From an optimization exercise on the open Yosys and OpenROAD flow, aimed at small area, a short achievable clock period and few clock cycles per item; shortcuts taken in it are not production practice. Function was not checked in any run shown here: the RTL went through the layout flow alone. Power figures rest on the tool's default switching activity, not on a simulated workload.

### flow/run.sh
#!/bin/bash
# synth_recipe.tcl (not shown) runs the flow's synth.tcl, then flattens the netlist and writes it again
# the make line also repeats each setting of config.mk as NAME=value (left out here)
make -C /OpenROAD-flow-scripts/flow DESIGN_CONFIG=/design/flow/config.mk WORK_HOME=/design/flow/orfs CLKGATE_MAP_FILE= SYNTH_SCRIPT=/design/flow/synth_recipe.tcl finish
### flow/config.mk
export PLATFORM = sky130hd
export DESIGN_NAME = sp_multicycle
export DESIGN_NICKNAME = sp_multicycle
export VERILOG_FILES = /design/flow/design.v
export SDC_FILE = /design/flow/constraint.sdc
export NUM_CORES = 4
export LEC_CHECK = 0
export CAP_MARGIN = 20
export CORE_MARGIN = 2
export CORE_UTILIZATION = 25
export PLACE_DENSITY = 0.4
export SLEW_MARGIN = 20
export SYNTH_HIERARCHICAL = 1
### flow/constraint.sdc
create_clock -name core_clock -period 10.0 [get_ports {clk}]
set_input_delay 2.0000 -clock core_clock [delete_from_list [all_inputs] [get_ports {clk}]]
set_output_delay 2.0000 -clock core_clock [all_outputs]
set_load 0.01 [all_outputs]
### flow/design.v
module sp_multicycle #(
  parameter int MEM_AW = 12
) (
  input  logic                 clk,
  input  logic                 rst,
  input  logic                 in_valid,
  input  logic [31:0]          inst,
  output logic                 out_valid,
  output logic [31:0]          inst_addr,
  output logic [MEM_AW-1:0]    mem_addr,
  output logic                 mem_wen,
  output logic [31:0]          mem_wdata,
  input  logic [31:0]          mem_rdata
);
  localparam logic [5:0] OP_RTYPE = 6'd0;
  localparam logic [5:0] OP_ANDI  = 6'd1;
  localparam logic [5:0] OP_ORI   = 6'd2;
  localparam logic [5:0] OP_ADDI  = 6'd3;
  localparam logic [5:0] OP_SUBI  = 6'd4;
  localparam logic [5:0] OP_LW    = 6'd5;
  localparam logic [5:0] OP_SW    = 6'd6;
  localparam logic [5:0] OP_BEQ   = 6'd7;
  localparam logic [5:0] OP_BNE   = 6'd8;
  localparam logic [5:0] OP_LUI   = 6'd9;
  localparam logic [5:0] OP_J     = 6'd10;
  localparam logic [5:0] OP_JAL   = 6'd11;
  localparam logic [5:0] FN_AND = 6'd0;
  localparam logic [5:0] FN_OR  = 6'd1;
  localparam logic [5:0] FN_ADD = 6'd2;
  localparam logic [5:0] FN_SUB = 6'd3;
  localparam logic [5:0] FN_SLT = 6'd4;
  localparam logic [5:0] FN_SLL = 6'd5;
  localparam logic [5:0] FN_NOR = 6'd6;
  localparam logic [5:0] FN_JR  = 6'd7;
  localparam int S_ADD = 0, S_AND = 1, S_OR = 2, S_NOR = 3, S_SLT = 4,
                 S_SLL = 5, S_PASSB = 6, NSEL = 7;
  logic        exec_q, load_q;
  logic [31:0] pc_q;
  logic [31:0] rf_q [32];
  logic [31:0] rf_vld_q;           
  logic [31:0]     a_q, b_q;       
  logic            cin_q, we_q, lw_q;
  logic [NSEL-1:0] sel_q;
  logic [4:0]      shamt_q;
  logic [4:0]      waddr_q;
  logic [MEM_AW-1:0] maddr_q;
  logic            wen_q, ovalid_q;
  wire idle  = !exec_q && !load_q;
  wire issue = idle && in_valid;
  wire [5:0]  op    = inst[31:26];
  wire [4:0]  rs    = inst[25:21];
  wire [4:0]  rt    = inst[20:16];
  wire [4:0]  rd    = inst[15:11];
  wire [4:0]  shamt = inst[10:6];
  wire [5:0]  fn    = inst[5:0];
  wire [15:0] imm   = inst[15:0];
  wire [31:0] sel_a = (32'd1 << rs) & rf_vld_q;
  wire [31:0] sel_b = (32'd1 << rt) & rf_vld_q;
  logic [31:0] rd_a, rd_b;
  logic [1023:0] rf_flat;
  always_comb for (int i = 0; i < 32; i++) rf_flat[32*i +: 32] = rf_q[i];
  sp_multicycle_rdport u_rda (.sel(sel_a), .rf(rf_flat), .rd(rd_a));
  sp_multicycle_rdport u_rdb (.sel(sel_b), .rf(rf_flat), .rd(rd_b));
  wire [31:0] sext_imm = {{16{imm[15]}}, imm};
  wire [31:0] zext_imm = {16'h0000, imm};
  wire [31:0] pc_plus4 = pc_q + 32'd4;
  wire [31:0] br_tgt   = pc_plus4 + {sext_imm[29:0], 2'b00};
  wire [31:0] jmp_tgt  = {pc_q[31:28], inst[25:0], 2'b00};
  wire        eq       = (rd_a == rd_b);
  wire is_r = (op == OP_RTYPE);
  logic [31:0]     npc;
  logic [31:0]     opb;
  logic            cin, we;
  logic [NSEL-1:0] sel;
  logic [4:0]      waddr;
  always_comb begin
    npc   = pc_plus4;
    opb   = sext_imm;
    cin   = 1'b0;
    we    = 1'b0;
    sel   = '0;
    waddr = rt;
    case (op)
      OP_RTYPE: begin
        waddr = rd;
        we    = 1'b1;
        opb   = rd_b;
        case (fn)
          FN_AND: sel[S_AND] = 1'b1;
          FN_OR:  sel[S_OR]  = 1'b1;
          FN_ADD: sel[S_ADD] = 1'b1;
          FN_SUB: begin sel[S_ADD] = 1'b1; opb = ~rd_b; cin = 1'b1; end
          FN_SLT: begin sel[S_SLT] = 1'b1; opb = ~rd_b; cin = 1'b1; end
          FN_SLL: sel[S_SLL] = 1'b1;
          FN_NOR: sel[S_NOR] = 1'b1;
          FN_JR: begin
            we  = 1'b0;
            npc = rd_a;
          end
          default: we = 1'b0;
        endcase
      end
      OP_ANDI: begin we = 1'b1; sel[S_AND] = 1'b1; opb = zext_imm; end
      OP_ORI:  begin we = 1'b1; sel[S_OR]  = 1'b1; opb = zext_imm; end
      OP_ADDI: begin we = 1'b1; sel[S_ADD] = 1'b1; end
      OP_SUBI: begin we = 1'b1; sel[S_ADD] = 1'b1; opb = ~sext_imm; cin = 1'b1; end
      OP_LUI:  begin we = 1'b1; sel[S_PASSB] = 1'b1; opb = {imm, 16'h0000}; end
      OP_SW:   opb = rd_b;
      OP_BEQ:  if (eq)  npc = br_tgt;
      OP_BNE:  if (!eq) npc = br_tgt;
      OP_J:    npc = jmp_tgt;
      OP_JAL: begin
        we    = 1'b1;
        waddr = 5'd31;
        sel[S_PASSB] = 1'b1;
        opb   = pc_plus4;
        npc   = jmp_tgt;
      end
      default: ;
    endcase
  end
  wire [31:0] sum = a_q + b_q + {31'd0, cin_q};
  wire        slt = (a_q[31] ^ ~b_q[31]) ? a_q[31] : sum[31];
  wire [31:0] alu =
      ({32{sel_q[S_ADD]}}   & sum)
    | ({32{sel_q[S_AND]}}   & (a_q & b_q))
    | ({32{sel_q[S_OR]}}    & (a_q | b_q))
    | ({32{sel_q[S_NOR]}}   & ~(a_q | b_q))
    | ({32{sel_q[S_SLT]}}   & {31'd0, slt})
    | ({32{sel_q[S_SLL]}}   & (a_q << shamt_q))
    | ({32{sel_q[S_PASSB]}} & b_q);
  wire        rf_we    = (exec_q && we_q) || load_q;
  wire [31:0] rf_wdata = load_q ? mem_rdata : alu;
  always_ff @(posedge clk or posedge rst) begin
    if (rst) begin
      exec_q   <= 1'b0;
      load_q   <= 1'b0;
      ovalid_q <= 1'b0;
      wen_q    <= 1'b0;
      pc_q     <= 32'd0;
      rf_vld_q <= 32'd0;
    end else begin
      exec_q   <= issue;
      load_q   <= exec_q && lw_q;
      ovalid_q <= (issue && op != OP_LW) || (exec_q && lw_q);
      wen_q    <= issue && op == OP_SW;
      if (issue) pc_q <= npc;
      if (rf_we) rf_vld_q[waddr_q] <= 1'b1;
    end
  end
  always_ff @(posedge clk) begin
    a_q     <= rd_a;
    b_q     <= opb;
    cin_q   <= cin;
    we_q    <= we;
    lw_q    <= (op == OP_LW);
    sel_q   <= sel;
    shamt_q <= shamt;
    maddr_q <= rd_a[MEM_AW-1:0] + imm[MEM_AW-1:0];
    if (idle) waddr_q <= waddr;
    if (rf_we) rf_q[waddr_q] <= rf_wdata;
  end
  assign out_valid = ovalid_q;
  assign inst_addr = pc_q;
  assign mem_wen   = wen_q;
  assign mem_addr  = maddr_q;
  assign mem_wdata = b_q;
endmodule
module sp_multicycle_rdport (
  input  logic [31:0] sel,
  input  logic [1023:0] rf,
  output logic [31:0] rd
);
  always_comb begin
    rd = 32'd0;
    for (int i = 0; i < 32; i++) rd = rd | ({32{sel[i]}} & rf[32*i +: 32]);
  end
endmodule
==> flow_results.xml, run 1 <==
<?xml version="1.0" encoding="UTF-8"?>
<metrics>
  <group name="sta">
    <metric name="layout_min_cycle_time" unit="ns">7.74</metric>
    <metric name="tns" unit="ns">0</metric>
    <metric name="finalSetupViolCount" unit="">0</metric>
    <metric name="max_clock_freq" unit="MHz">129</metric>
    <metric name="tightestPinTransition" unit="ns">1.19</metric>
    <metric name="slew_headroom" unit="%">21.0</metric>
    <metric name="setup_repair_after_global_routing_missed_its_margin" unit="">no</metric>
    <metric name="timing.final.hold_violations" unit="">0</metric>
    <metric name="timing.final.crit_share" unit="%">77.4</metric>
    <metric name="slew_violations" unit="">0</metric>
    <metric name="skew" unit="ns">0.0497</metric>
    <metric name="fin_worst_hold_slack" unit="ns">0.473</metric>
  </group>
  <group name="placed_design">
    <metric name="place_inst" unit="">7453</metric>
    <metric name="place_congestion" unit="">0.923</metric>
    <metric name="io_buffer_count" unit="">144</metric>
    <metric name="place_area" unit="sq um">62300</metric>
    <metric name="hpwl_after_dpl" unit="um">187000</metric>
  </group>
  <group name="worst_setup_path">
    <metric name="start_kind" unit="">input port</metric>
    <metric name="path_max_fanout" unit="">25</metric>
    <metric name="reg2reg_from" unit="">rf_vld_q[8]</metric>
    <metric name="arrival" unit="ns">8.44</metric>
    <metric name="r2r-end" unit="">pc_q[24]</metric>
    <metric name="timing.critical_path.required" unit="ns">10.70</metric>
    <metric name="critical_path.endpoint_type" unit="">flop</metric>
    <metric name="timing.reg2reg.worst_path_depth" unit="">14</metric>
    <metric name="r2r_slack" unit="ns">4.48</metric>
    <metric name="worst-setup-path-type" unit="">input port to flop</metric>
  </group>
  <group name="cts">
    <metric name="tritoncts" unit="">yes</metric>
    <metric name="numClockSinks" unit="">1188</metric>
    <metric name="number_of_instances_resized_during_post_cts_repair" unit="">0</metric>
    <metric name="worst_skew_pair.late_latency" unit="ns">0.80</metric>
    <metric name="htree_num_levels" unit="">4</metric>
    <metric name="cts_hold_buffers" unit="">0</metric>
    <metric name="cts_setup_buffers" unit="">0</metric>
    <metric name="cts-buffers-inserted" unit="">134</metric>
    <metric name="clk_pin_slew_worst_paths" unit="ns">0.06</metric>
    <metric name="clk_root_buffer_cell" unit="">sky130_fd_sc_hd__clkbuf_16</metric>
    <metric name="clock_tree_buffer_depth" unit="">3</metric>
  </group>
  <group name="logic_synthesis">
    <metric name="async_flop_share" unit="%">5.72</metric>
    <metric name="ys_types" unit="">90</metric>
    <metric name="synthesis.nets" unit="">4623</metric>
    <metric name="postSynth.topFlopCell" unit="">sky130_fd_sc_hd__edfxtp_1</metric>
    <metric name="postSynthCellCount" unit="">4438</metric>
    <metric name="synth_sequential_area_ratio" unit="%">60.8</metric>
    <metric name="netlist_area" unit="sq um">56600</metric>
    <metric name="yosys_warnings" unit="">8</metric>
    <metric name="synthesis.area_per_instance" unit="sq um">12.8</metric>
    <metric name="postSynthRegisterBits" unit="">1188</metric>
    <metric name="synth-edff-count" unit="">1029</metric>
  </group>
  <group name="floorplanning">
    <metric name="die_height" unit="um">480</metric>
    <metric name="die_outline_width" unit="um">480</metric>
    <metric name="num_rows" unit="">174</metric>
    <metric name="floorplan.die_area" unit="sq um">230000</metric>
    <metric name="start_util" unit="%">25.2</metric>
    <metric name="core_area" unit="sq um">225000</metric>
    <metric name="io_pins" unit="">145</metric>
  </group>
  <group name="drt">
    <metric name="postRouteAntennaNets" unit="">0</metric>
    <metric name="routedWlPerCell" unit="um">35.2</metric>
    <metric name="totalWireLength" unit="um">272000</metric>
    <metric name="post-route-drc-count" unit="">0</metric>
    <metric name="drtPass1Iterations" unit="">7</metric>
    <metric name="avgViaCountPerCell" unit="">5.83</metric>
    <metric name="initialDrtViolationCount" unit="">7060</metric>
    <metric name="dr_total_vias" unit="">45100</metric>
  </group>
  <group name="run_status">
    <metric name="run_status" unit="">no timing/DRC/antenna violations</metric>
  </group>
  <group name="finish">
    <metric name="final_cell_count_no_fill" unit="">7727</metric>
    <metric name="nets" unit="">4782</metric>
    <metric name="final_design_area_no_fill" unit="sq um">66800</metric>
    <metric name="layout-area-overhead-vs-synth" unit="%">17.9</metric>
    <metric name="layout.cells.most_common" unit="">sky130_fd_sc_hd__edfxtp_1</metric>
    <metric name="mostFrequentLayoutCells" unit="">1,029 x sky130_fd_sc_hd__edfxtp_1, 1,028 x sky130_fd_sc_hd__a22oi_1, 273 x sky130_fd_sc_hd__nand4_1</metric>
    <metric name="post_route_cells_drive_above_1_share" unit="%">11.3</metric>
  </group>
  <group name="pwr">
    <metric name="p_leak" unit="nW">22.2</metric>
    <metric name="power.density" unit="nW/um^2">184</metric>
    <metric name="vdd_ir_drop_max" unit="V">0.000197</metric>
    <metric name="total_power_draw" unit="W">0.0123</metric>
  </group>
  <group name="global_route">
    <metric name="grt_pass1_wl" unit="um">366000</metric>
    <metric name="grt_pass1_vias" unit="">42400</metric>
    <metric name="grt_antenna_before_repair" unit="">52</metric>
    <metric name="grt_overflow" unit="">0</metric>
    <metric name="grt_max_degree" unit="">41</metric>
    <metric name="grt_use_total" unit="%">22.8</metric>
  </group>
  <group name="flow_run">
    <metric name="timing.max_cap.violations" unit="">0</metric>
  </group>
  <group name="hold_path">
    <metric name="whs_path_depth" unit="">1</metric>
    <metric name="worst_hold_path_type" unit="">flop to flop</metric>
    <metric name="worstHoldStart" unit="">lw_q</metric>
    <metric name="holdPathEnd" unit="">load_q</metric>
  </group>
</metrics>
[kinds of logic (layout without fill, tap and decap cells)]
group | after synthesis | after routing | share of synthesized area (%)
simple gates | 940 | 940 | 9.00
xor+xnor | 114 | 114 | 1.76
other cells | 0 | 30 | 0
flops | 1188 | 1188 | 60.8
buf+inv | 409 | 676 | 3.29
mux | 103 | 103 | 2.28
compound gates | 1566 | 1566 | 20.2
fa+ha+maj | 118 | 118 | 2.67
[Yosys stat by module, one instance, submodules excluded]
module / area, sq um / flops+latches
sp_multicycle: 45900 / 1188
sp_multicycle_rdport: 5380 / 0
[per-stage QoR]
stage               setup slack, ns  util (%)
floorplan                      4.41         -
global placement               1.76      27.7
detailed placement             1.75      27.7
CTS                            2.58      29.6
global route                   2.29      29.6
finish                         2.26      29.7
[worst max-delay path by stage]
stage / startpoint / end / slack (ns)
after floorplan: inst[24] / maddr_q[10] / 4.41
after detailed placement: inst[20] / pc_q[4] / 1.75
after global routing: inst[21] / maddr_q[10] / 2.29
after CTS: inst[20] / pc_q[24] / 2.58
after global placement: inst[20] / pc_q[4] / 1.76
final: inst[18] / pc_q[24] / 2.26
[registers in the layout, summed over array words and instances (netlist names), 5 cells and up]
signal and count:
a_q 32, b_q 32, maddr_q 12, pc_q 32, rf_q 1024, rf_vld_q 32, sel_q 7, shamt_q 5
waddr_q 5
[power by group]
group	switching, W	internal (W)
logic	0.00103	0.000613
clock network	0.00217	0.00286
registers	0.000187	0.00545
total	0.00338	0.00892
[synthesized netlist by cell type (19+ instances only)]
library cell	instances	area (sq um)
sky130_fd_sc_hd__edfxtp_1	1029	30900
sky130_fd_sc_hd__a22oi_1	1028	7720
sky130_fd_sc_hd__nand4_1	273	1710
sky130_fd_sc_hd__nand2_1	206	773
sky130_fd_sc_hd__clkbuf_1	160	601
sky130_fd_sc_hd__nor2_1	149	559
sky130_fd_sc_hd__a21oi_1	137	686
sky130_fd_sc_hd__inv_1	123	462
sky130_fd_sc_hd__ha_1	113	1410
sky130_fd_sc_hd__dfxtp_1	91	1820
sky130_fd_sc_hd__and3_1	83	519
sky130_fd_sc_hd__buf_2	83	415
sky130_fd_sc_hd__xnor2_1	80	701
sky130_fd_sc_hd__a221oi_1	78	683
sky130_fd_sc_hd__o21ai_0	77	385
sky130_fd_sc_hd__mux2i_1	73	731
sky130_fd_sc_hd__dfrtp_1	68	1700
sky130_fd_sc_hd__or4_1	64	480
sky130_fd_sc_hd__a21o_1	38	285
sky130_fd_sc_hd__xor2_1	34	298
sky130_fd_sc_hd__nand3_1	33	165
sky130_fd_sc_hd__o211ai_1	32	240
sky130_fd_sc_hd__o21bai_1	30	225
sky130_fd_sc_hd__nor3_1	28	140
sky130_fd_sc_hd__buf_6	26	293
sky130_fd_sc_hd__a31oi_1	25	156
sky130_fd_sc_hd__mux4_2	19	428
sky130_fd_sc_hd__nor2b_1	19	119
[critical path: stages]
cell,delay [ns]
sky130_fd_sc_hd__clkdlybuf4s50_1,1.02
sky130_fd_sc_hd__nor3_1,0.28
sky130_fd_sc_hd__and3_2,0.50
sky130_fd_sc_hd__buf_4,0.34
sky130_fd_sc_hd__a22oi_1,0.24
sky130_fd_sc_hd__nand4_1,0.41
sky130_fd_sc_hd__or4_1,0.78
sky130_fd_sc_hd__xnor2_1,0.42
sky130_fd_sc_hd__nand4_1,0.28
sky130_fd_sc_hd__nor4_1,0.41
sky130_fd_sc_hd__nand2_1,0.29
sky130_fd_sc_hd__mux2i_4,0.21
sky130_fd_sc_hd__buf_4,0.34
sky130_fd_sc_hd__inv_1,0.23
sky130_fd_sc_hd__or3b_1,0.42
sky130_fd_sc_hd__a31oi_1,0.18
[cell type report]
type | count | area [sq um]
Fill cell | 22800 | 158000
Sequential cell | 1188 | 34400
Multi-Input combinational cell | 2841 | 21000
Tap cell | 2992 | 3740
Clock buffer | 171 | 3570
Timing Repair Buffer | 305 | 2650
Clock inverter | 73 | 807
Inverter | 127 | 478
Antenna cell | 30 | 75.1
[routing by layer]
layer | GRT usage, % | up-vias | part of all wire, %
met3 | 5.73 | 470 | 10
met1 | 31.9 | 23300 | 43
met5 | 0 | - | 0.061
met4 | 8.84 | 24 | 4.4
met2 | 33.7 | 2731 | 43
li1 | - | 18600 | -
==> run 2, diff against run 1 <==
--- a/flow/config.mk
+++ b/flow/config.mk
@@ -10,4 +10,5 @@
 export CORE_UTILIZATION = 25
 export PLACE_DENSITY = 0.4
+export SETUP_SLACK_MARGIN = 5
 export SLEW_MARGIN = 20
 export SYNTH_HIERARCHICAL = 1
==> flow_results.xml, run 2 <==
<?xml version="1.0" encoding="UTF-8"?>
<metrics>
  <group name="global_route">
    <metric name="grt_antenna_before_repair" unit="">37</metric>
    <metric name="grt_pass1_vias" unit="">44400</metric>
    <metric name="grt_pass1_wl" unit="um">395000</metric>
    <metric name="grt_overflow" unit="">0</metric>
    <metric name="grt_max_degree" unit="">69</metric>
    <metric name="grt_use_total" unit="%">24.8</metric>
  </group>
  <group name="cts">
    <metric name="clk_root_buffer_cell" unit="">sky130_fd_sc_hd__clkbuf_16</metric>
    <metric name="tritoncts" unit="">yes</metric>
    <metric name="clk_pin_slew_worst_paths" unit="ns">0.06</metric>
    <metric name="clock_tree_buffer_depth" unit="">3</metric>
    <metric name="numClockSinks" unit="">1188</metric>
    <metric name="cts_hold_buffers" unit="">0</metric>
    <metric name="cts-buffers-inserted" unit="">143</metric>
    <metric name="worst_skew_pair.late_latency" unit="ns">0.81</metric>
    <metric name="htree_num_levels" unit="">4</metric>
  </group>
  <group name="worst_setup_path">
    <metric name="reg2reg_from" unit="">pc_q[2]</metric>
    <metric name="crit_slowest_cell" unit="">sky130_fd_sc_hd__or4_4</metric>
    <metric name="worstSetupStartpoint" unit="">inst[18]</metric>
    <metric name="timing.critical_path.required" unit="ns">10.72</metric>
    <metric name="critical_path.endpoint_type" unit="">flop</metric>
    <metric name="start_kind" unit="">input port</metric>
    <metric name="critical_path.max_stage_delay" unit="ns">0.71</metric>
    <metric name="timing.critical_path.mode_cell" unit="">sky130_fd_sc_hd__buf_6</metric>
    <metric name="r2r_slack" unit="ns">5.11</metric>
    <metric name="worst_path_dominant_cell_family" unit="">simple AND/OR/NAND/NOR gates</metric>
    <metric name="cp_cell_sequence" unit="">buf_8 &gt; buf_6 &gt; and3_4 &gt; and3_4 &gt; buf_6 &gt; buf_6 &gt; a22oi_2 &gt; nand4_1 &gt; or4_4 &gt; xnor2_4 &gt; nand4_1 &gt; nor4_2 &gt; nand2_2 &gt; mux2i_4 &gt; buf_12 &gt; clkinvlp_4 &gt; or3b_1 &gt; a31oi_1</metric>
    <metric name="critical_path_buf_inv_count" unit="">6</metric>
    <metric name="worstSetupPathDepth" unit="">18</metric>
    <metric name="path_max_fanout" unit="">6</metric>
    <metric name="timing.reg2reg.worst_path_depth" unit="">14</metric>
    <metric name="arrival" unit="ns">6.36</metric>
    <metric name="worst-setup-path-type" unit="">input port to flop</metric>
  </group>
  <group name="sta">
    <metric name="layout_min_cycle_time" unit="ns">5.64</metric>
    <metric name="tns" unit="ns">0</metric>
    <metric name="timing.final.hold_violations" unit="">0</metric>
    <metric name="timing.final.crit_share" unit="%">56.4</metric>
    <metric name="skew" unit="ns">0.0399</metric>
    <metric name="slew_violations" unit="">0</metric>
    <metric name="max_clock_freq" unit="MHz">177</metric>
    <metric name="setup_repair_after_global_routing_missed_its_margin" unit="">yes</metric>
    <metric name="slew_headroom" unit="%">16.3</metric>
    <metric name="tightestPinTransition" unit="ns">1.26</metric>
    <metric name="finalSetupViolCount" unit="">0</metric>
  </group>
  <group name="placed_design">
    <metric name="io_buffer_count" unit="">144</metric>
    <metric name="place_congestion" unit="">0.883</metric>
    <metric name="place_area" unit="sq um">62500</metric>
    <metric name="hpwl_after_dpl" unit="um">179000</metric>
  </group>
  <group name="finish">
    <metric name="layout.cells.most_common" unit="">sky130_fd_sc_hd__edfxtp_1</metric>
    <metric name="post_route_cells_drive_above_1_share" unit="%">20.9</metric>
    <metric name="mostFrequentLayoutCells" unit="">1,029 x sky130_fd_sc_hd__edfxtp_1, 983 x sky130_fd_sc_hd__a22oi_1, 288 x sky130_fd_sc_hd__buf_4</metric>
    <metric name="largest_register_ff_count" unit="">1024</metric>
    <metric name="fillerInstances" unit="">22300</metric>
    <metric name="finalCoreUtilization" unit="%">31.9</metric>
    <metric name="layout-area-overhead-vs-synth" unit="%">26.9</metric>
    <metric name="final_design_area_no_fill" unit="sq um">71900</metric>
    <metric name="nets" unit="">5060</metric>
    <metric name="registers.top_by_ff_count" unit="">rf_q</metric>
  </group>
  <group name="logic_synthesis">
    <metric name="yosysMostFrequentCell" unit="">sky130_fd_sc_hd__edfxtp_1</metric>
    <metric name="synthesis.nets" unit="">4623</metric>
    <metric name="synth.area.top_cells" unit="">sky130_fd_sc_hd__edfxtp_1 55%, sky130_fd_sc_hd__a22oi_1 14%, sky130_fd_sc_hd__dfxtp_1 3.2%</metric>
    <metric name="postSynthCellCount" unit="">4438</metric>
    <metric name="netlist.area_leader.share" unit="%">54.6</metric>
    <metric name="synth_top_cells_by_count" unit="">1,029 x sky130_fd_sc_hd__edfxtp_1, 1,028 x sky130_fd_sc_hd__a22oi_1, 273 x sky130_fd_sc_hd__nand4_1</metric>
    <metric name="async_flop_share" unit="%">5.72</metric>
    <metric name="yosys_warnings" unit="">8</metric>
    <metric name="netlist_area" unit="sq um">56600</metric>
    <metric name="postSynthRegisterBits" unit="">1188</metric>
    <metric name="dominant_cell_type_by_area_after_synthesis" unit="">sky130_fd_sc_hd__edfxtp_1</metric>
    <metric name="ys_types" unit="">90</metric>
    <metric name="postSynth.topFlopCell" unit="">sky130_fd_sc_hd__edfxtp_1</metric>
    <metric name="synth-edff-count" unit="">1029</metric>
    <metric name="synth_sequential_area_ratio" unit="%">60.8</metric>
    <metric name="synthesis.area_per_instance" unit="sq um">12.8</metric>
  </group>
  <group name="pwr">
    <metric name="p_leak" unit="nW">24.2</metric>
    <metric name="power.density" unit="nW/um^2">177</metric>
    <metric name="total_power_draw" unit="W">0.0127</metric>
    <metric name="vdd_ir_drop_max" unit="V">0.000176</metric>
  </group>
  <group name="drt">
    <metric name="post-route-drc-count" unit="">0</metric>
    <metric name="initialDrtViolationCount" unit="">7985</metric>
    <metric name="drtPass1Iterations" unit="">8</metric>
    <metric name="avgViaCountPerCell" unit="">5.97</metric>
    <metric name="routedWlPerCell" unit="um">36.9</metric>
    <metric name="totalWireLength" unit="um">295000</metric>
    <metric name="dr_total_vias" unit="">47800</metric>
    <metric name="postRouteAntennaNets" unit="">0</metric>
  </group>
  <group name="floorplanning">
    <metric name="die_outline_width" unit="um">480</metric>
    <metric name="start_util" unit="%">25.2</metric>
    <metric name="io_pins" unit="">145</metric>
    <metric name="floorplan.die_area" unit="sq um">230000</metric>
    <metric name="die_height" unit="um">480</metric>
    <metric name="core_area" unit="sq um">225000</metric>
    <metric name="num_rows" unit="">174</metric>
  </group>
  <group name="hold_path">
    <metric name="whs_path_depth" unit="">1</metric>
    <metric name="worst_hold_path_type" unit="">flop to flop</metric>
    <metric name="worstHoldStart" unit="">lw_q</metric>
  </group>
  <group name="run_status">
    <metric name="run_status" unit="">no timing/DRC/antenna violations</metric>
  </group>
  <group name="flow_run">
    <metric name="timing.max_cap.violations" unit="">0</metric>
  </group>
</metrics>
run 2: cell counts after synthesis:
No cell type changed its count.
run 2: metal layers:
metal | GRT usage (%) | vias up | share of wire, % | wire length [um]
met5 | 0 | - | 0.086 | 253
met4 | 11.1 | 36 | 5.1 | 15100
met3 | 4.96 | 685 | 8.9 | 26400
met2 | 38.4 | 3145 | 45 | 132000
met1 | 33.3 | 24700 | 41 | 122000
li1 | - | 19200 | - | -
run 2: what timing repair did:
action,4_1_cts,5_1_grt
resized for setup,401,51
buffers inserted,197,32
pin swaps,191,59
cloned,51,1
hold endpoints to repair,0,0
endpoints found under the setup margin,78,66
run 2: cell families (layout without fill, tap and decap cells):
| group | Yosys count | after routing | share of synthesized area, % |
|---|---|---|---|
| DFF | 1188 | 1188 | 60.8 |
| AOI/OAI and AO/OA | 1566 | 1567 | 20.2 |
| adders and majority gates | 118 | 118 | 2.67 |
| and+or+nand+nor | 940 | 968 | 9.00 |
| buffers and inverters | 409 | 934 | 3.29 |
| xor gates and xnor gates | 114 | 114 | 1.76 |
| muxes | 103 | 103 | 2.28 |
| other | 0 | 15 | 0 |
run 2: Yosys stat by module, one instance, submodules excluded:
module | copies in the design | flops+latches | cell area (sq um) | cells inside
sp_multicycle_rdport | 2 | 0 | 5380 | 768
sp_multicycle | 1 | 1188 | 45900 | 2902
run 2: worst paths after layout:
check,to
worst max-delay path,pc_q[24]
worst min-delay path,load_q
worst max register to register,pc_q[31]
worst min register to register,load_q
max in group asynchronous,load_q
min in group asynchronous,rf_vld_q[1]
run 2: where the power goes:
part	leakage, nW	switching (W)	total [W]	internal, W
combinational	10.7	0.00109	0.00180	0.000711
clock	2.28	0.00222	0.00527	0.00305
sequential	11.1	0.000191	0.00564	0.00545
run 2: per-stage QoR:
| stage | hold WS, ns | worst slack (ns) | instances |
|---|---|---|---|
| global route | 0.523 | 4.43 | 7985 |
| floorplan | 0.433 | 4.85 | 4438 |
| global placement | 0.461 | 2.07 | 7436 |
| CTS | 0.491 | 4.69 | 7948 |
| finish | 0.486 | 4.36 | 7999 |
| detailed placement | 0.466 | 2.17 | 7438 |
run 2: area by class of cell:
type	instances	area, sq um	share of cell area, %
Tap cell	2992	3740	5.21
Sequential cell	1188	34400	47.9
Inverter	127	487	0.677
Timing Repair Buffer	545	5850	8.14
Antenna cell	15	37.5	0.0522
Clock buffer	179	3880	5.40
Clock inverter	83	781	1.09
Multi-Input combinational cell	2870	22600	31.5
==> run 3, diff against run 2 <==
--- a/flow/design.v
+++ b/flow/design.v
@@ -44,5 +44,7 @@
   logic [4:0]      shamt_q;
   logic [4:0]      waddr_q;
-  logic [MEM_AW-1:0] maddr_q;
+  logic [MEM_AW-1:0] imm_q;       
+  logic [31:0]     br_q;           
+  logic            tk_q;           
   logic            wen_q, ovalid_q;
   wire idle  = !exec_q && !load_q;
@@ -70,4 +72,5 @@
   wire is_r = (op == OP_RTYPE);
   logic [31:0]     npc;
+  logic            tk;
   logic [31:0]     opb;
   logic            cin, we;
@@ -76,4 +79,5 @@
   always_comb begin
     npc   = pc_plus4;
+    tk    = 1'b0;
     opb   = sext_imm;
     cin   = 1'b0;
@@ -107,6 +111,6 @@
       OP_LUI:  begin we = 1'b1; sel[S_PASSB] = 1'b1; opb = {imm, 16'h0000}; end
       OP_SW:   opb = rd_b;
-      OP_BEQ:  if (eq)  npc = br_tgt;
-      OP_BNE:  if (!eq) npc = br_tgt;
+      OP_BEQ:  tk = eq;
+      OP_BNE:  tk = !eq;
       OP_J:    npc = jmp_tgt;
       OP_JAL: begin
@@ -120,5 +124,6 @@
     endcase
   end
-  wire [31:0] sum = a_q + b_q + {31'd0, cin_q};
+  wire [32:0] sum_c = {a_q, 1'b1} + {b_q, cin_q};
+  wire [31:0] sum   = sum_c[32:1];
   wire        slt = (a_q[31] ^ ~b_q[31]) ? a_q[31] : sum[31];
   wire [31:0] alu =
@@ -139,4 +144,5 @@
       wen_q    <= 1'b0;
       pc_q     <= 32'd0;
+      tk_q     <= 1'b0;
       rf_vld_q <= 32'd0;
     end else begin
@@ -146,4 +152,6 @@
       wen_q    <= issue && op == OP_SW;
       if (issue) pc_q <= npc;
+      else if (tk_q) pc_q <= br_q;
+      tk_q     <= issue && tk;
       if (rf_we) rf_vld_q[waddr_q] <= 1'b1;
     end
@@ -157,12 +165,13 @@
     sel_q   <= sel;
     shamt_q <= shamt;
-    maddr_q <= rd_a[MEM_AW-1:0] + imm[MEM_AW-1:0];
+    imm_q   <= imm[MEM_AW-1:0];
+    br_q    <= br_tgt;
     if (idle) waddr_q <= waddr;
     if (rf_we) rf_q[waddr_q] <= rf_wdata;
   end
   assign out_valid = ovalid_q;
-  assign inst_addr = pc_q;
+  assign inst_addr = tk_q ? br_q : pc_q;
   assign mem_wen   = wen_q;
-  assign mem_addr  = maddr_q;
+  assign mem_addr  = a_q[MEM_AW-1:0] + imm_q;
   assign mem_wdata = b_q;
 endmodule
==> flow_results.xml, run 3 <==
<?xml version="1.0" encoding="UTF-8"?>
<metrics>
  <group name="run_status">
    <metric name="run_status" unit="">no timing/DRC/antenna violations</metric>
  </group>
  <group name="global_route">
    <metric name="grt_pass1_wl" unit="um">383000</metric>
    <metric name="grt_antenna_before_repair" unit="">39</metric>
    <metric name="gr-usage-met3" unit="%">6.12</metric>
    <metric name="groute.layer.met2.usage" unit="%">34.9</metric>
    <metric name="grt_overflow" unit="">0</metric>
    <metric name="grt_use_total" unit="%">23.8</metric>
    <metric name="grt_max_degree" unit="">44</metric>
    <metric name="grt_most_used_layer" unit="">met2</metric>
    <metric name="grt_pass1_vias" unit="">43400</metric>
    <metric name="grt_use_met1" unit="%">33.5</metric>
  </group>
  <group name="sta">
    <metric name="skew" unit="ns">0.0579</metric>
    <metric name="timing.final.hold_violations" unit="">0</metric>
    <metric name="tightestPinTransition" unit="ns">1.13</metric>
    <metric name="tns" unit="ns">0</metric>
    <metric name="slew_violations" unit="">0</metric>
    <metric name="setup_repair_after_global_routing_missed_its_margin" unit="">yes</metric>
    <metric name="timing.final.crit_share" unit="%">52.9</metric>
    <metric name="slew_headroom" unit="%">24.8</metric>
    <metric name="final.setup.worst_slack" unit="ns">4.71</metric>
    <metric name="finalSetupViolCount" unit="">0</metric>
    <metric name="max_clock_freq" unit="MHz">189</metric>
    <metric name="fin_worst_hold_slack" unit="ns">0.438</metric>
    <metric name="layout_min_cycle_time" unit="ns">5.29</metric>
  </group>
  <group name="finish">
    <metric name="nets" unit="">4928</metric>
    <metric name="mostFrequentLayoutCells" unit="">1,038 x sky130_fd_sc_hd__a22oi_1, 1,029 x sky130_fd_sc_hd__edfxtp_1, 273 x sky130_fd_sc_hd__nand4_1</metric>
    <metric name="registers.top_by_ff_count" unit="">rf_q</metric>
    <metric name="layout-area-overhead-vs-synth" unit="%">20.9</metric>
    <metric name="largest_register_ff_count" unit="">1024</metric>
    <metric name="layout.cells.most_common" unit="">sky130_fd_sc_hd__a22oi_1</metric>
    <metric name="fillerInstances" unit="">22700</metric>
    <metric name="post_route_cells_drive_above_1_share" unit="%">15.6</metric>
  </group>
  <group name="hold_path">
    <metric name="worst_hold_path_type" unit="">flop to flop</metric>
    <metric name="whs_path_depth" unit="">0</metric>
    <metric name="holdPathEnd" unit="">br_q[1]</metric>
    <metric name="worstHoldStart" unit="">pc_q[1]</metric>
  </group>
  <group name="logic_synthesis">
    <metric name="synth-edff-count" unit="">1029</metric>
    <metric name="postSynthRegisterBits" unit="">1216</metric>
    <metric name="netlist_area" unit="sq um">57300</metric>
    <metric name="netlist.area_leader.share" unit="%">53.9</metric>
    <metric name="synth_sequential_area_ratio" unit="%">61.1</metric>
    <metric name="async_flop_share" unit="%">5.67</metric>
    <metric name="synth.area.top_cells" unit="">sky130_fd_sc_hd__edfxtp_1 54%, sky130_fd_sc_hd__a22oi_1 14%, sky130_fd_sc_hd__dfxtp_1 4.1%</metric>
    <metric name="synthesis.nets" unit="">4707</metric>
    <metric name="yosysMostFrequentCell" unit="">sky130_fd_sc_hd__a22oi_1</metric>
    <metric name="postSynth.topFlopCell" unit="">sky130_fd_sc_hd__edfxtp_1</metric>
    <metric name="dominant_cell_type_by_area_after_synthesis" unit="">sky130_fd_sc_hd__edfxtp_1</metric>
    <metric name="ys_types" unit="">77</metric>
    <metric name="postSynthCellCount" unit="">4527</metric>
    <metric name="synth_top_cells_by_count" unit="">1,051 x sky130_fd_sc_hd__a22oi_1, 1,029 x sky130_fd_sc_hd__edfxtp_1, 273 x sky130_fd_sc_hd__nand4_1</metric>
    <metric name="yosys_warnings" unit="">8</metric>
    <metric name="synthesis.area_per_instance" unit="sq um">12.7</metric>
  </group>
  <group name="floorplanning">
    <metric name="start_util" unit="%">25.2</metric>
    <metric name="num_rows" unit="">175</metric>
    <metric name="io_pins" unit="">145</metric>
    <metric name="die_height" unit="um">483</metric>
    <metric name="die_outline_width" unit="um">483</metric>
    <metric name="core_area" unit="sq um">227000</metric>
    <metric name="floorplan.die_area" unit="sq um">233000</metric>
  </group>
  <group name="cts">
    <metric name="cts_hold_buffers" unit="">0</metric>
    <metric name="clk_pin_slew_worst_paths" unit="ns">0.06</metric>
    <metric name="clock_tree_buffer_depth" unit="">3</metric>
    <metric name="numClockSinks" unit="">1216</metric>
    <metric name="worst_skew_pair.late_latency" unit="ns">0.83</metric>
    <metric name="cts-buffers-inserted" unit="">139</metric>
    <metric name="clk_root_buffer_cell" unit="">sky130_fd_sc_hd__clkbuf_16</metric>
    <metric name="tritoncts" unit="">yes</metric>
    <metric name="htree_num_levels" unit="">4</metric>
  </group>
  <group name="worst_setup_path">
    <metric name="path_max_fanout" unit="">32</metric>
    <metric name="timing.critical_path.required" unit="ns">10.73</metric>
    <metric name="r2r-end" unit="">rf_q[28][31]</metric>
    <metric name="start_kind" unit="">input port</metric>
    <metric name="critical_path.endpoint_type" unit="">flop</metric>
    <metric name="arrival" unit="ns">6.03</metric>
    <metric name="reg2reg_from" unit="">b_q[0]</metric>
    <metric name="worst-setup-path-type" unit="">input port to flop</metric>
    <metric name="timing.reg2reg.worst_path_depth" unit="">18</metric>
    <metric name="r2r_slack" unit="ns">4.82</metric>
  </group>
  <group name="drt">
    <metric name="drtPass1Iterations" unit="">9</metric>
    <metric name="initialDrtViolationCount" unit="">7390</metric>
    <metric name="totalWireLength" unit="um">286000</metric>
    <metric name="postRouteAntennaNets" unit="">0</metric>
    <metric name="routedWlPerCell" unit="um">36.3</metric>
    <metric name="avgViaCountPerCell" unit="">5.92</metric>
    <metric name="post-route-drc-count" unit="">0</metric>
    <metric name="dr_total_vias" unit="">46700</metric>
  </group>
  <group name="placed_design">
    <metric name="detailedPlace.worstSlack" unit="ns">2.75</metric>
    <metric name="hpwl_after_dpl" unit="um">183000</metric>
    <metric name="place_congestion" unit="">0.921</metric>
    <metric name="io_buffer_count" unit="">144</metric>
  </group>
  <group name="pwr">
    <metric name="power.density" unit="nW/um^2">182</metric>
    <metric name="p_leak" unit="nW">23.8</metric>
    <metric name="vdd_ir_drop_max" unit="V">0.000136</metric>
  </group>
  <group name="flow_run">
    <metric name="timing.max_cap.violations" unit="">0</metric>
  </group>
</metrics>
## run 3: modules after synthesis, one instance, submodules excluded
module,cells inside,times used,area [sq um],flops+latches
sp_multicycle,2991,1,46500,1216
sp_multicycle_rdport,768,2,5380,0
## run 3: report_power, final
group          total [W]  switching [W]  leakage (nW)  internal (W)
sequential       0.00578       0.000154          11.9       0.00563
clock            0.00516        0.00223          2.20       0.00293
combinational    0.00166        0.00101          9.62      0.000648
## run 3: kinds of logic after synthesis
kind of cell	after synthesis	synth area share, %
multiplexers	108	2.36
buffers and inverters	435	3.34
XOR/XNOR	108	1.65
AO/OA/AOI/OAI	1563	19.8
adder cells (fa/ha/maj)	113	2.52
AND/OR/NAND/NOR	984	9.24
flip-flops	1216	61.1
## run 3: metrics by stage
step           util, %  instances  total power [W]  instance area [sq um]
2_1_floorplan        -       4527          0.00677                  57300
3_3_place_gp      27.7       7530          0.00746                  62900
3_5_place_dp      27.7       7532          0.00746                  62900
4_1_cts           30.2       7840           0.0126                  68700
5_1_grt           30.4       7866           0.0130                  69200
6_report          30.4       7876           0.0126                  69200
## run 3: final cells by class
type,count,area (sq um),area share (%)
flip-flops and latches,1216,35000,50.6
multi-input cells,2878,21600,31.2
repair buffers,378,3790,5.47
well taps,3009,3760,5.44
clock buffers,170,3740,5.40
clock inverters,80,762,1.10
inverters,135,510,0.737
diodes,10,25.0,0.0361
## run 3: critical path, stage by stage
cell                       delay (ns)
sky130_fd_sc_hd__clkbuf_4        0.24
sky130_fd_sc_hd__and3b_2         0.33
sky130_fd_sc_hd__and3_1          0.23
sky130_fd_sc_hd__buf_8           0.21
sky130_fd_sc_hd__a22oi_2         0.21
sky130_fd_sc_hd__nand4_1         0.54
sky130_fd_sc_hd__or4_4           0.73
sky130_fd_sc_hd__xor2_2          0.23
sky130_fd_sc_hd__nor4_4          0.32
sky130_fd_sc_hd__nand4_1         0.24
sky130_fd_sc_hd__nor2_2          0.23
sky130_fd_sc_hd__nand4_1         0.13
sky130_fd_sc_hd__o21ai_2         0.13
sky130_fd_sc_hd__and3_1          0.18
## run 3: what timing repair did
item,CTS,global route
endpoints found under the setup margin,135,84
pin swaps,71,46
cloned,9,1
resized for setup,224,80
buffers inserted,49,20
## run 3: worst max path at each step
| stage | to | slack (ns) | from | cells after the start |
|---|---|---|---|---|
| after floorplan | rf_q[0][31] | 5.30 | b_q[0] | 16 |
| after global placement | tk_q | 2.63 | inst[24] | 15 |
| after detailed placement | tk_q | 2.75 | inst[24] | 14 |
| after CTS | mem_addr[11] | 4.69 | a_q[1] | 11 |
| after global routing | mem_addr[10] | 4.66 | a_q[0] | 15 |
| final | tk_q | 4.71 | inst[17] | 14 |
## run 3: layer usage
metal	share of wire (%)	routed length, um
met1	42	121000
met2	42	122000
met3	11	31600
met4	4.0	11400
met5	0.065	185
==> run 4, diff against run 3 <==
--- a/flow/config.mk
+++ b/flow/config.mk
@@ -8,6 +8,6 @@
 export CAP_MARGIN = 20
 export CORE_MARGIN = 2
-export CORE_UTILIZATION = 25
-export PLACE_DENSITY = 0.4
+export CORE_UTILIZATION = 45
+export PLACE_DENSITY = 0.6
 export SETUP_SLACK_MARGIN = 5
 export SLEW_MARGIN = 20
==> flow_results.xml, run 4 <==
<?xml version="1.0" encoding="UTF-8"?>
<metrics>
  <group name="sta">
    <metric name="setup_repair_after_global_routing_missed_its_margin" unit="">yes</metric>
    <metric name="skew" unit="ns">0.0319</metric>
    <metric name="layout_min_cycle_time" unit="ns">5.25</metric>
    <metric name="tightestPinTransition" unit="ns">1.27</metric>
    <metric name="slew_headroom" unit="%">15.3</metric>
    <metric name="tns" unit="ns">0</metric>
    <metric name="timing.final.crit_share" unit="%">52.5</metric>
    <metric name="finalSetupViolCount" unit="">0</metric>
    <metric name="max_clock_freq" unit="MHz">190</metric>
    <metric name="slew_violations" unit="">0</metric>
    <metric name="timing.final.hold_violations" unit="">0</metric>
  </group>
  <group name="worst_setup_path">
    <metric name="worst-setup-path-type" unit="">input port to flop</metric>
    <metric name="critical_path.endpoint_type" unit="">flop</metric>
    <metric name="worst_path_dominant_cell_family" unit="">simple AND/OR/NAND/NOR gates</metric>
    <metric name="timing.critical_path.required" unit="ns">10.70</metric>
    <metric name="crit_slowest_cell" unit="">sky130_fd_sc_hd__or4_4</metric>
    <metric name="timing.critical_path.mode_cell" unit="">sky130_fd_sc_hd__nand4_1</metric>
    <metric name="critical_path.max_stage_delay" unit="ns">0.66</metric>
    <metric name="cp_cell_sequence" unit="">clkdlybuf4s15_2 &gt; nor3b_1 &gt; and3_1 &gt; buf_8 &gt; a22oi_1 &gt; nand4_1 &gt; or4_4 &gt; xor2_1 &gt; nor4_2 &gt; nand4_1 &gt; nor2_2 &gt; nand4_1 &gt; o21ai_1 &gt; and3_1</metric>
    <metric name="critical_path_buf_inv_count" unit="">2</metric>
    <metric name="arrival" unit="ns">5.95</metric>
    <metric name="start_kind" unit="">input port</metric>
    <metric name="path_max_fanout" unit="">32</metric>
  </group>
  <group name="floorplanning">
    <metric name="core_area" unit="sq um">126000</metric>
    <metric name="io_pins" unit="">145</metric>
    <metric name="num_rows" unit="">130</metric>
    <metric name="start_util" unit="%">45.5</metric>
    <metric name="die_outline_width" unit="um">361</metric>
    <metric name="floorplan.die_area" unit="sq um">130000</metric>
    <metric name="die_height" unit="um">361</metric>
  </group>
  <group name="cts">
    <metric name="clk_root_buffer_cell" unit="">sky130_fd_sc_hd__clkbuf_16</metric>
    <metric name="clk_pin_slew_worst_paths" unit="ns">0.06</metric>
    <metric name="tritoncts" unit="">yes</metric>
    <metric name="htree_num_levels" unit="">4</metric>
    <metric name="cts-buffers-inserted" unit="">133</metric>
    <metric name="clock_tree_buffer_depth" unit="">3</metric>
    <metric name="cts_hold_buffers" unit="">0</metric>
    <metric name="numClockSinks" unit="">1216</metric>
    <metric name="worst_skew_pair.late_latency" unit="ns">0.78</metric>
  </group>
  <group name="global_route">
    <metric name="grt_antenna_before_repair" unit="">22</metric>
    <metric name="grt_use_total" unit="%">35.8</metric>
    <metric name="grt_pass1_wl" unit="um">329000</metric>
    <metric name="grt_max_degree" unit="">70</metric>
    <metric name="grt_pass1_vias" unit="">42500</metric>
    <metric name="grt_overflow" unit="">0</metric>
  </group>
  <group name="logic_synthesis">
    <metric name="synthesis.area_per_instance" unit="sq um">12.7</metric>
    <metric name="yosysMostFrequentCell" unit="">sky130_fd_sc_hd__a22oi_1</metric>
    <metric name="yosys_warnings" unit="">8</metric>
    <metric name="ys_types" unit="">77</metric>
    <metric name="netlist.area_leader.share" unit="%">53.9</metric>
    <metric name="postSynthCellCount" unit="">4527</metric>
    <metric name="synth_top_cells_by_count" unit="">1,051 x sky130_fd_sc_hd__a22oi_1, 1,029 x sky130_fd_sc_hd__edfxtp_1, 273 x sky130_fd_sc_hd__nand4_1</metric>
    <metric name="postSynthRegisterBits" unit="">1216</metric>
    <metric name="dominant_cell_type_by_area_after_synthesis" unit="">sky130_fd_sc_hd__edfxtp_1</metric>
    <metric name="postSynth.topFlopCell" unit="">sky130_fd_sc_hd__edfxtp_1</metric>
    <metric name="synth_sequential_area_ratio" unit="%">61.1</metric>
    <metric name="async_flop_share" unit="%">5.67</metric>
    <metric name="synth.area.top_cells" unit="">sky130_fd_sc_hd__edfxtp_1 54%, sky130_fd_sc_hd__a22oi_1 14%, sky130_fd_sc_hd__dfxtp_1 4.1%</metric>
    <metric name="synthesis.nets" unit="">4707</metric>
    <metric name="synth-edff-count" unit="">1029</metric>
    <metric name="netlist_area" unit="sq um">57300</metric>
  </group>
  <group name="finish">
    <metric name="largest_register_ff_count" unit="">1024</metric>
    <metric name="layout.cells.most_common" unit="">sky130_fd_sc_hd__a22oi_1</metric>
    <metric name="final_design_area_no_fill" unit="sq um">66000</metric>
    <metric name="mostFrequentLayoutCells" unit="">1,050 x sky130_fd_sc_hd__a22oi_1, 1,029 x sky130_fd_sc_hd__edfxtp_1, 273 x sky130_fd_sc_hd__nand4_1</metric>
    <metric name="registers.top_by_ff_count" unit="">rf_q</metric>
    <metric name="finalCoreUtilization" unit="%">52.5</metric>
    <metric name="nets" unit="">4856</metric>
    <metric name="layout-area-overhead-vs-synth" unit="%">15.3</metric>
    <metric name="post_route_cells_drive_above_1_share" unit="%">12.9</metric>
  </group>
  <group name="run_status">
    <metric name="run_status" unit="">no timing/DRC/antenna violations</metric>
  </group>
  <group name="pwr">
    <metric name="power.density" unit="nW/um^2">184</metric>
    <metric name="total_power_draw" unit="W">0.0122</metric>
    <metric name="vdd_ir_drop_max" unit="V">0.000171</metric>
    <metric name="p_leak" unit="nW">23.1</metric>
  </group>
  <group name="placed_design">
    <metric name="hpwl_after_dpl" unit="um">150000</metric>
    <metric name="place_area" unit="sq um">60900</metric>
    <metric name="place_congestion" unit="">1.07</metric>
    <metric name="io_buffer_count" unit="">144</metric>
  </group>
  <group name="drt">
    <metric name="dr_total_vias" unit="">46700</metric>
    <metric name="routedWlPerCell" unit="um">37.5</metric>
    <metric name="post-route-drc-count" unit="">0</metric>
    <metric name="initialDrtViolationCount" unit="">8441</metric>
    <metric name="drtPass1Iterations" unit="">7</metric>
    <metric name="postRouteAntennaNets" unit="">0</metric>
    <metric name="avgViaCountPerCell" unit="">7.25</metric>
    <metric name="totalWireLength" unit="um">241000</metric>
  </group>
  <group name="hold_path">
    <metric name="worst_hold_path_type" unit="">flop to flop</metric>
  </group>
  <group name="flow_run">
    <metric name="timing.max_cap.violations" unit="">0</metric>
  </group>
</metrics>
-- run 4: cell counts after synthesis --
No cell type changed its count.
-- run 4: cells by family (layout without fill, tap and decap cells) --
| kind of cell | count (synthesis) | in the layout | share of synthesized area (%) |
|---|---|---|---|
| flops | 1216 | 1216 | 61.1 |
| fa+ha+maj | 113 | 113 | 2.52 |
| mux | 108 | 108 | 2.36 |
| other cells | 0 | 10 | 0 |
| xor+xnor | 108 | 108 | 1.65 |
| simple gates | 984 | 984 | 9.24 |
| compound gates | 1563 | 1566 | 19.8 |
| buf+inv | 435 | 683 | 3.34 |
-- run 4: per-stage QoR --
step                hold WS, ns  std cells  worst slack, ns
finish                    0.470       6438             4.75
global route              0.494       6428             4.77
detailed placement        0.461       6147             3.23
floorplan                 0.384       4527             5.30
global placement          0.448       6147             3.23
CTS                       0.472       6410             4.82
-- run 4: per-layer routing --
metal,global-route usage [%],wire length [um],vias to the layer above
met5,0.407,188,-
met4,25.6,20400,20
met3,12.5,34900,788
met2,50.3,99800,4021
met1,45.9,86100,23100
li1,-,-,18800
-- run 4: path summary, 6_finish.rpt --
kind | startpoint | endpoint | slack, ns | cells after the start
setup / recovery | inst[20] | tk_q | 4.75 | 14
hold / removal | lw_q | load_q | 0.47 | 1
setup reg to reg | b_q[4] | rf_q[18][31] | 5.05 | 16
hold reg to reg | lw_q | load_q | 0.47 | 1
max in group asynchronous | rst | load_q | 7.40 | 3
min in group asynchronous | rst | pc_q[31] | 1.82 | 3
-- run 4: repair_timing --
action | in CTS | in global routing
resized for setup | 155 | 68
buffers inserted | 24 | 10
pin swaps | 53 | 30
endpoints found under the setup margin | 86 | 109
gates cloned | 2 | 1
-- run 4: cell type report --
class	instances	area, sq um
fill	10600	59800
sequential	1216	35000
multi-input combinational	2879	21300
clock buffer	179	3680
timing repair buffer	311	2920
tap	1650	2060
inverter	135	517
clock inverter	58	480
antenna	10	25.0
-- run 4: modules after synthesis, one instance, submodules excluded --
module / area, sq um / cells inside / flip-flops and latches
sp_multicycle: 46500 / 2991 / 1216
sp_multicycle_rdport: 5380 / 768 / 0
-- run 4: power by group --
part	switching, W	total, W	leakage (nW)	internal [W]
Combinational	0.000976	0.00161	9.17	0.000630
Clock	0.00205	0.00477	2.02	0.00272
Sequential	0.000167	0.00580	11.9	0.00563
Total	0.00319	0.0122	23.1	0.00897
==> run 5, diff against run 4 <==
--- a/flow/config.mk
+++ b/flow/config.mk
@@ -8,6 +8,8 @@
 export CAP_MARGIN = 20
 export CORE_MARGIN = 2
-export CORE_UTILIZATION = 45
-export PLACE_DENSITY = 0.6
+export CORE_UTILIZATION = 60
+export CTS_BUF_LIST = sky130_fd_sc_hd__clkbuf_8
+export CTS_CLUSTER_SIZE = 30
+export PLACE_DENSITY = 0.7
 export SETUP_SLACK_MARGIN = 5
 export SLEW_MARGIN = 20
==> flow_results.xml, run 5 <==
<?xml version="1.0" encoding="UTF-8"?>
<metrics>
  <group name="run_status">
    <metric name="run_status" unit="">no timing/DRC/antenna violations</metric>
  </group>
  <group name="logic_synthesis">
    <metric name="netlist.area_leader.share" unit="%">53.9</metric>
    <metric name="postSynthRegisterBits" unit="">1216</metric>
    <metric name="synth.area.top_cells" unit="">sky130_fd_sc_hd__edfxtp_1 54%, sky130_fd_sc_hd__a22oi_1 14%, sky130_fd_sc_hd__dfxtp_1 4.1%</metric>
    <metric name="async_flop_share" unit="%">5.67</metric>
    <metric name="yosys_warnings" unit="">8</metric>
    <metric name="dominant_cell_type_by_area_after_synthesis" unit="">sky130_fd_sc_hd__edfxtp_1</metric>
    <metric name="postSynthCellCount" unit="">4527</metric>
    <metric name="netlist_area" unit="sq um">57300</metric>
    <metric name="synth_sequential_area_ratio" unit="%">61.1</metric>
    <metric name="synth-edff-count" unit="">1029</metric>
    <metric name="postSynth.topFlopCell" unit="">sky130_fd_sc_hd__edfxtp_1</metric>
    <metric name="yosysMostFrequentCell" unit="">sky130_fd_sc_hd__a22oi_1</metric>
    <metric name="synthesis.nets" unit="">4707</metric>
    <metric name="synth_top_cells_by_count" unit="">1,051 x sky130_fd_sc_hd__a22oi_1, 1,029 x sky130_fd_sc_hd__edfxtp_1, 273 x sky130_fd_sc_hd__nand4_1</metric>
    <metric name="synthesis.area_per_instance" unit="sq um">12.7</metric>
    <metric name="ys_types" unit="">77</metric>
  </group>
  <group name="finish">
    <metric name="largest_register_ff_count" unit="">1024</metric>
    <metric name="post_route_cells_drive_above_1_share" unit="%">13.9</metric>
    <metric name="nets" unit="">4919</metric>
    <metric name="layout.cells.most_common" unit="">sky130_fd_sc_hd__a22oi_1</metric>
    <metric name="mostFrequentLayoutCells" unit="">1,043 x sky130_fd_sc_hd__a22oi_1, 1,029 x sky130_fd_sc_hd__edfxtp_1, 273 x sky130_fd_sc_hd__nand4_1</metric>
    <metric name="layout-area-overhead-vs-synth" unit="%">13.6</metric>
    <metric name="registers.top_by_ff_count" unit="">rf_q</metric>
  </group>
  <group name="floorplanning">
    <metric name="die_outline_width" unit="um">313</metric>
    <metric name="io_pins" unit="">145</metric>
    <metric name="start_util" unit="%">60.4</metric>
    <metric name="core_area" unit="sq um">94900</metric>
    <metric name="floorplan.die_area" unit="sq um">98000</metric>
    <metric name="die_height" unit="um">313</metric>
    <metric name="num_rows" unit="">113</metric>
  </group>
  <group name="sta">
    <metric name="slew_headroom" unit="%">11.1</metric>
    <metric name="tightestPinTransition" unit="ns">1.33</metric>
    <metric name="max_clock_freq" unit="MHz">189</metric>
    <metric name="tns" unit="ns">0</metric>
    <metric name="timing.final.crit_share" unit="%">52.8</metric>
    <metric name="slew_violations" unit="">0</metric>
    <metric name="skew" unit="ns">0.0383</metric>
    <metric name="final.setup.worst_slack" unit="ns">4.72</metric>
    <metric name="setup_repair_after_global_routing_missed_its_margin" unit="">yes</metric>
    <metric name="finalSetupViolCount" unit="">0</metric>
    <metric name="timing.final.hold_violations" unit="">0</metric>
    <metric name="layout_min_cycle_time" unit="ns">5.28</metric>
  </group>
  <group name="drt">
    <metric name="postRouteAntennaNets" unit="">0</metric>
    <metric name="avgViaCountPerCell" unit="">7.77</metric>
    <metric name="drtPass1Iterations" unit="">7</metric>
    <metric name="routedWlPerCell" unit="um">39.9</metric>
    <metric name="post-route-drc-count" unit="">0</metric>
    <metric name="dr_total_vias" unit="">48100</metric>
    <metric name="initialDrtViolationCount" unit="">9489</metric>
    <metric name="totalWireLength" unit="um">247000</metric>
  </group>
  <group name="cts">
    <metric name="worst_skew_pair.late_latency" unit="ns">0.92</metric>
    <metric name="clock_tree_buffer_depth" unit="">3</metric>
    <metric name="numClockSinks" unit="">1216</metric>
    <metric name="clk_pin_slew_worst_paths" unit="ns">0.06</metric>
    <metric name="htree_num_levels" unit="">4</metric>
    <metric name="tritoncts" unit="">yes</metric>
    <metric name="clk_root_buffer_cell" unit="">sky130_fd_sc_hd__clkbuf_8</metric>
    <metric name="cts-buffers-inserted" unit="">191</metric>
  </group>
  <group name="placed_design">
    <metric name="io_buffer_count" unit="">144</metric>
    <metric name="detailedPlace.worstSlack" unit="ns">3.21</metric>
    <metric name="place_congestion" unit="">1.17</metric>
    <metric name="hpwl_after_dpl" unit="um">160000</metric>
  </group>
  <group name="pwr">
    <metric name="power.combinational.fraction" unit="%">14.3</metric>
    <metric name="power_switching_share" unit="%">27.6</metric>
    <metric name="power.density" unit="nW/um^2">174</metric>
    <metric name="power.switching" unit="W">0.00313</metric>
    <metric name="p_leak" unit="nW">23.2</metric>
    <metric name="clock_power_share" unit="%">34.7</metric>
    <metric name="sequentialPowerShare" unit="%">51.0</metric>
    <metric name="vdd_ir_drop_max" unit="V">0.000149</metric>
    <metric name="power_internal" unit="W">0.00821</metric>
    <metric name="total_power_draw" unit="W">0.0113</metric>
  </group>
  <group name="worst_setup_path">
    <metric name="r2r-end" unit="">rf_q[10][31]</metric>
    <metric name="arrival" unit="ns">3.28</metric>
    <metric name="critical_path.endpoint_type" unit="">output pin</metric>
    <metric name="timing.reg2reg.worst_path_depth" unit="">18</metric>
    <metric name="r2r_slack" unit="ns">4.77</metric>
    <metric name="start_kind" unit="">flop</metric>
    <metric name="reg2reg_from" unit="">a_q[0]</metric>
    <metric name="worst-setup-path-type" unit="">flop to output pin</metric>
    <metric name="timing.critical_path.required" unit="ns">8.00</metric>
    <metric name="path_max_fanout" unit="">6</metric>
  </group>
  <group name="flow_run">
    <metric name="timing.max_cap.violations" unit="">0</metric>
  </group>
  <group name="global_route">
    <metric name="grt_max_degree" unit="">70</metric>
    <metric name="grt_pass1_wl" unit="um">334000</metric>
    <metric name="grt_pass1_vias" unit="">42800</metric>
    <metric name="grt_use_total" unit="%">49.2</metric>
    <metric name="grt_overflow" unit="">0</metric>
    <metric name="grt_antenna_before_repair" unit="">60</metric>
  </group>
  <group name="hold_path">
    <metric name="holdPathEnd" unit="">br_q[1]</metric>
    <metric name="whs_path_depth" unit="">0</metric>
    <metric name="worst_hold_path_type" unit="">flop to flop</metric>
    <metric name="worstHoldStart" unit="">pc_q[1]</metric>
  </group>
</metrics>
[run 5: cell counts after synthesis]
Identical to the previous run, type by type.
[run 5: power by group through the flow]
stage                     Clock (W)  Combinational, W  Sequential [W]
after detailed placement          0           0.00152         0.00587
final                       0.00394           0.00162         0.00578
after global routing        0.00415           0.00171         0.00579
after floorplan                   0          0.000951         0.00582
after global placement            0           0.00150         0.00587
after CTS                   0.00393           0.00154         0.00577
[run 5: per-module statistics from Yosys, one instance, submodules excluded]
module	times used	flops+latches	area, sq um
sp_multicycle	1	1216	46500
sp_multicycle_rdport	2	0	5380
[run 5: area by class of cell]
class	instances	area, sq um
flip-flops and latches	1216	35000
fillers	6931	29800
multi-input cells	2876	21400
repair buffers	319	3030
clock buffers	200	2750
well taps	1265	1580
clock inverters	143	737
inverters	135	510
diodes	35	87.6
[run 5: what timing repair did]
item                                    4_1_cts  5_1_grt
hold buffers                                  0        0
cloned                                        3        1
buffers inserted                             19       11
pin swaps                                    68       61
endpoints found under the setup margin       95       43
gates resized for setup                     155       92
[run 5: through the flow]
step / hold WS [ns] / std cells / utilization, % / instance area (sq um)
after floorplan: 0.384 / 4527 / - / 57300
final: 0.436 / 6189 / 68.6 / 65100
after global routing: 0.447 / 6157 / 68.5 / 65000
after global placement: 0.409 / 5771 / 63.8 / 60500
after CTS: 0.429 / 6138 / 68.0 / 64500
after detailed placement: 0.415 / 5773 / 63.8 / 60500
[run 5: per-layer routing]
| layer | track usage [%] | part of all wire, % | vias up |
|---|---|---|---|
| li1 | - | - | 18900 |
| met1 | 63.3 | 34 | 23400 |
| met2 | 65.9 | 40 | 4709 |
| met3 | 22.2 | 17 | 972 |
| met4 | 35.0 | 8.4 | 38 |
| met5 | 0 | 0.15 | - |
[run 5: critical path: stages, from the launching register on]
cell and delay (ns):
sky130_fd_sc_hd__dfxtp_4 0.46, sky130_fd_sc_hd__buf_6 0.15, sky130_fd_sc_hd__inv_4 0.05, sky130_fd_sc_hd__fa_2 0.36, sky130_fd_sc_hd__nor2b_2 0.13, sky130_fd_sc_hd__o21ai_2 0.07, sky130_fd_sc_hd__a21boi_2 0.21, sky130_fd_sc_hd__o21ai_4 0.10
sky130_fd_sc_hd__a21boi_2 0.19, sky130_fd_sc_hd__o21ai_2 0.08, sky130_fd_sc_hd__a21boi_2 0.17, sky130_fd_sc_hd__buf_4 0.12, sky130_fd_sc_hd__o211ai_1 0.07, sky130_fd_sc_hd__nand3_1 0.07, sky130_fd_sc_hd__buf_2 0.13
[run 5: worst max-delay path by stage]
| stage | startpoint | slack [ns] | endpoint |
|---|---|---|---|
| final | a_q[1] | 4.72 | mem_addr[10] |
| after global routing | a_q[1] | 4.61 | mem_addr[10] |
| after CTS | a_q[1] | 4.69 | mem_addr[10] |
| after detailed placement | inst[25] | 3.21 | tk_q |
| after global placement | inst[25] | 3.17 | tk_q |
| after floorplan | b_q[0] | 5.30 | rf_q[0][31] |
[run 5: cells by family (layout without fill, tap and decap cells)]
group	after synthesis	after routing	synth area share (%)
AO/OA/AOI/OAI	1563	1563	19.8
flip-flops	1216	1216	61.1
AND/OR/NAND/NOR	984	984	9.24
buffers and inverters	435	797	3.34
adder cells (fa/ha/maj)	113	113	2.52
XOR/XNOR	108	108	1.65
multiplexers	108	108	2.36
other	0	35	0

[static timing again, ports no longer ideal]
How much do the figures lean on ideal ports? The routed layouts below were timed once more, with nothing changed but the port constraints.
Step 1, drivers: a clkbuf_16 drives clk and a buf_2 each remaining input, both assumed.
Step 2, shift: input delay + t, output delay - t, t = (earliest + latest rising clock arrival at the registers) / 2. This alone moves slack from input paths to output paths.
a / b / c = ideal / step 1 / step 2; a / b = the first two.
run | shift t [ns] | slack for setup (ns) | worst register clock-pin slew, ns
run 1 | 0.867 | 2.260 / 2.324 / 1.458 | 0.07 / 0.07
run 2 | 0.877 | 4.361 / 4.353 / 3.476 | 0.07 / 0.07
run 3 | 0.891 | 4.706 / 4.734 / 3.882 | 0.07 / 0.07
run 4 | 0.839 | 4.748 / 4.756 / 3.916 | 0.07 / 0.07
run 5 | 0.961 | 4.717 / 4.654 / 3.869 | 0.08 / 0.08
After both steps every run listed still meets setup and hold. The setup slack of run 2, which loses most, moves by -0.008 ns with the drivers and by -0.885 ns with both steps.
